This is an optimization exercise on Yosys and OpenROAD, whose aim is small area, not a production implementation.
The RTL was checked by simulation tests, not by an equivalence proof against the original design.
Power and IR drop assume default switching activity.

== green ==
// cond_alu_shift_mult_branch_execute_unit
module cond_alu_shift_mult_branch_execute_unit (
  input  logic        clk_i,
  input  logic        rst_ni,
  input  logic        exe_valid_i,
  output logic        exe_ready_o,
  input  logic [1:0]  exe_func_i,
  input  logic [3:0]  exe_cond_i,
  input  logic [3:0]  exe_opcode_i,
  input  logic        exe_imm_operand_i,
  input  logic        exe_set_flags_i,
  input  logic [3:0]  exe_reg_n_i,
  input  logic [3:0]  exe_reg_d_i,
  input  logic [11:0] exe_operand2_i,
  input  logic        exe_accumulate_or_link_i,
  input  logic [23:0] exe_branch_offset_i,
  input  logic [31:0] exe_load_value_i,
  output logic        res_valid_o,
  input  logic        res_ready_i,
  output logic        res_executed_o,
  output logic        res_wrote_register_o,
  output logic [3:0]  res_dest_reg_o,
  output logic [31:0] res_result_o,
  output logic        res_flag_n_o,
  output logic        res_flag_z_o,
  output logic        res_flag_c_o,
  output logic        res_flag_v_o,
  output logic        res_flush_o
);
For scale: roughly 600 flip-flops, ~140 I/O pins, roughly 16000 um2 of cells after synthesis.
export LEC_CHECK = 0
export CAP_MARGIN = 20
export CORE_MARGIN = 2
export CORE_UTILIZATION = 70
export SLEW_MARGIN = 20
create_clock -name core_clock -period 20.0 [get_ports {clk_i}]
standard.sh (not shown) runs the stock make flow with config.mk's settings and CLKGATE_MAP_FILE= SYNTH_SCRIPT=/design/flow/synth_recipe.tcl, a recipe that flattens the netlist after the stock synthesis.
==> flow/flow/run.sh <==
#!/bin/bash
# Standard ORFS layout with three changes:
#  - synthesis maps the logic with flow/abc_area.script (through flow/my_synth.tcl,
#    which is synth_recipe.tcl plus an abc wrapper); registers are untouched
#  - the ports get buf_1 buffers
#  - CTS uses clkbuf_8 with small sink clusters and inserts no dummy loads
set -euo pipefail
export MY_ABC_SCRIPT=$PWD/flow/abc_area.script
bash standard.sh \
  "SYNTH_SCRIPT=$PWD/flow/my_synth.tcl" \
  'BUFFER_PORTS_ARGS=-buffer_cell sky130_fd_sc_hd__buf_1' \
  'CTS_ARGS=-sink_clustering_enable -repair_clock_nets -dont_use_dummy_load -buf_list sky130_fd_sc_hd__clkbuf_8 -sink_clustering_size 20 -sink_clustering_max_diameter 60' \
  finish > flow_make.log 2>&1
==> flow/flow/abc_area.script <==
strash
&get -n
&st
&syn2
&dch -f
&put
amap
topo
dnsize -c
==> flow/flow/my_synth.tcl <==
proc synth {args} { yosys synth -nofsm -noshare {*}$args }
# map the logic with the abc script named by MY_ABC_SCRIPT instead of ORFS's
proc abc {args} {
  set i [lsearch -exact $args -script]
  if { $i >= 0 && [info exists ::env(MY_ABC_SCRIPT)] } {
    lset args [expr {$i + 1}] $::env(MY_ABC_SCRIPT)
  }
  yosys abc {*}$args
}
source $::env(SCRIPTS_DIR)/synth.tcl
# left out here: clear keep_hierarchy, flatten, clean up, hide names made inside functions, write 1_2_yosys.v
green | stages: all done | timing, DRC, antenna: all pass
Changes in blue relative to green:
--- a/flow/design.v
+++ b/flow/design.v
@@ -222,48 +222,57 @@
   assign yh = head[o2[11:8]];
   always_comb begin
     for (int i = 0; i < 16; i++) rin[i] = (we[i] || clr_q) ? wd : head[i];
   end
   always_ff @(posedge clk_i) begin
     for (int i = 0; i < 16; i++) rf_q[i] <= {rin[i], rf_q[i][31:1]};
   end
   logic [7:0]  kreg_q;
+  logic        sign_q;
   logic [7:0]  k8;
   logic [1:0]  ty;
   logic [4:0]  k5;
   logic        kz, big, eq32;
   logic [4:0]  tap;
   logic [31:0] p_q;
   logic [31:0] pn_q;    
   assign p_q = ~pn_q;
   logic        rot;
   logic        lo_ok;    
+  logic        hi_ok;    
   logic        bsh;
-  logic [7:0] m_q;
+  logic [8:0] m_q;
   assign kreg_q = m_q[7:0];
+  assign sign_q = m_q[8];
   always_comb begin
     if (exe_imm_operand_i) begin
       k8 = {3'd0, o2[11:8], 1'b0};
       ty = 2'd3;
     end else begin
       k8 = o2[4] ? kreg_q : {3'd0, o2[11:7]};
       ty = o2[6:5];
     end
   end
   assign k5    = k8[4:0];
   assign kz    = (k8 == 8'd0);
   assign big   = (k8[7:5] != 3'd0);
   assign eq32  = (k8 == 8'd32);
-  logic asr_big;
-  assign asr_big = (ty == 2'd2) && big;
-  assign tap   = asr_big ? 5'd31 : ((ty == 2'd0) ? (5'd0 - k5) : k5);
+  assign tap   = (ty == 2'd0) ? (5'd0 - k5) : k5;
   assign rot   = p_q[tap];
   assign lo_ok = (c_q >= k5);
-  assign bsh   = rot && !(big && !ty[1]) && (ty != 2'd0 || lo_ok);
+  assign hi_ok = (c_q <= ~k5);
+  always_comb begin
+    case (ty)
+      2'd0:    bsh = rot & lo_ok & !big;
+      2'd1:    bsh = rot & hi_ok & !big;
+      2'd2:    bsh = (hi_ok && !big) ? rot : sign_q;
+      default: bsh = rot;
+    endcase
+  end
   logic [31:0] r_q;
   logic        r_we;
   logic [4:0]  r_idx;
   logic        r_din;
   logic        rbit;
   assign r_we  = in_alu || (in_pre && is_mul);
   assign r_idx = in_alu ? ~c_q : c_q;
   assign r_din = in_alu ? (exec && rbit) : xh;
@@ -289,17 +298,17 @@
   for (genvar k = 0; k < 32; k++) begin : g_padd
     assign psum[k]  = p_q[k] ^ ab[k] ^ pc[k];
     assign pc[k+1]  = (p_q[k] & ab[k]) | (pc[k] & (p_q[k] ^ ab[k]));
   end
   assign psum[32] = pc[32];
   always_comb begin
     ptop = 1'b0;
     if (in_pre && is_dp)  ptop = exe_imm_operand_i ? psum[0] : xh;
-    if (in_alu && is_dp)  ptop = (ty == 2'd2) ? psum[31] : ((ty == 2'd1) ? 1'b0 : psum[0]);
+    if (in_alu && is_dp)  ptop = psum[0];
     if (in_alu && is_mul) ptop = psum[32];
   end
   always_ff @(posedge clk_i) begin
     pn_q <= ~{ptop, psum[31:1]};
   end
   logic        a, b, inva, invb, cin, x, y, s, co;
   logic        cy_q, zf_q;
   logic        arith;
@@ -335,26 +344,27 @@
         4'd0, 4'd8: rbit = a & b;
         4'd1, 4'd9: rbit = a ^ b;
         4'd12:      rbit = a | b;
         4'd13:      rbit = b;
         default:    rbit = s;
       endcase
     end
   end
-  logic shc_pre, shc0, shc;
-  assign shc_pre = kz ? fl_q[1]
-                 : ((ty == 2'd1) && big && !eq32) ? 1'b0
-                 : ((k5 == 5'd0) || asr_big) ? xh : rot;
-  assign shc0    = kz ? fl_q[1] : ((!big || eq32) && rot);
-  assign shc     = cy_q;
+  logic shc0, shc;
+  assign shc0 = kz ? fl_q[1] : ((!big || eq32) && rot);
+  always_comb begin
+    if (kz || ty == 2'd0)           shc = cy_q;
+    else if (ty == 2'd2 && big)     shc = sign_q;
+    else if (ty == 2'd1 && big && !eq32) shc = 1'b0;
+    else                            shc = rot;
+  end
   always_ff @(posedge clk_i) begin
-    if (in_pre && is_dp && last)                  cy_q <= shc_pre;
-    else if (arith)                               cy_q <= co;
-    else if (c_q == 5'd0 && ty == 2'd0)           cy_q <= shc0;
+    if (arith)              cy_q <= co;
+    else if (c_q == 5'd0)   cy_q <= shc0;
     zf_q <= ((c_q == 5'd0) || zf_q) && !rbit;
   end
   always_comb begin
     we = '0;
     wd = !clr_q && (in_pre ? s : rbit);
     if (in_alu && wr_main) we[target] = 1'b1;
     if (in_pre && is_br)   we[14]     = 1'b1;
   end
@@ -372,16 +382,17 @@
       fl_q[3] <= rbit;
       fl_q[2] <= zf_q && !rbit;
       if (is_dp) fl_q[1] <= logic_op ? shc : co;
     end
   end
   always_ff @(posedge clk_i) begin
     if (in_pre && c_q[4:3] == 2'd0) m_q[7:0] <= {yh, m_q[7:1]};
     else if (accept)                m_q[5:0] <= {exec, wr_main, wr_main ? target : 4'd0};
+    if (in_pre && last)             m_q[8]   <= xh;
   end
   assign res_valid_o          = rv_q;
   assign res_executed_o       = ex_q;
   assign res_wrote_register_o = wr_q;
   assign res_dest_reg_o       = dst_q;
   assign res_flag_n_o         = fl_q[3];
   assign res_flag_z_o         = fl_q[2];
   assign res_flag_c_o         = fl_q[1];
Share of total power in the clock network: blue vs green up 1.9 points
Via count essentially unchanged between green and blue.
green -> blue: global-route wire length before repair decreased by a few percent
green → blue: switching power lost 65 uW, final-layout non-clock buffer area share neither gained nor lost much, final clock period utilization by the worst path lost 1.2 points.
exe_operand2_i[8] as the critical path launch point was reported by blue, and exe_operand2_i[9] by green.
Cmp green and blue / area used by multi-input combinational logic / lower: green

-- re-timing with driven ports --
In the flow no input, the clock included, has a driving cell. The finished layouts below were timed again as built, in two steps.
Step 1 sets driving cells, clkbuf_16 on the clock port and buf_2 on the other inputs (assumed; they add their load-dependent delay and slew).
Step 2 moves the port delays by t, midway between the first and last clock arrival at a register: inputs arrive t later, outputs are due t later. That takes back most of the time a late clock gives input paths.
Three values: no drivers, after step 1, after step 2; two values: the first two.
run	t, ns	setup WS [ns]	worst register clock-pin slew, ns	worst slew at a driven data input, ns
green	0.580	0.791 / 0.783 / 0.203	0.12 / 0.12	0.13
blue	0.568	1.033 / 1.012 / 0.445	0.12 / 0.12	0.14
After both steps setup and hold are still met in every run listed.
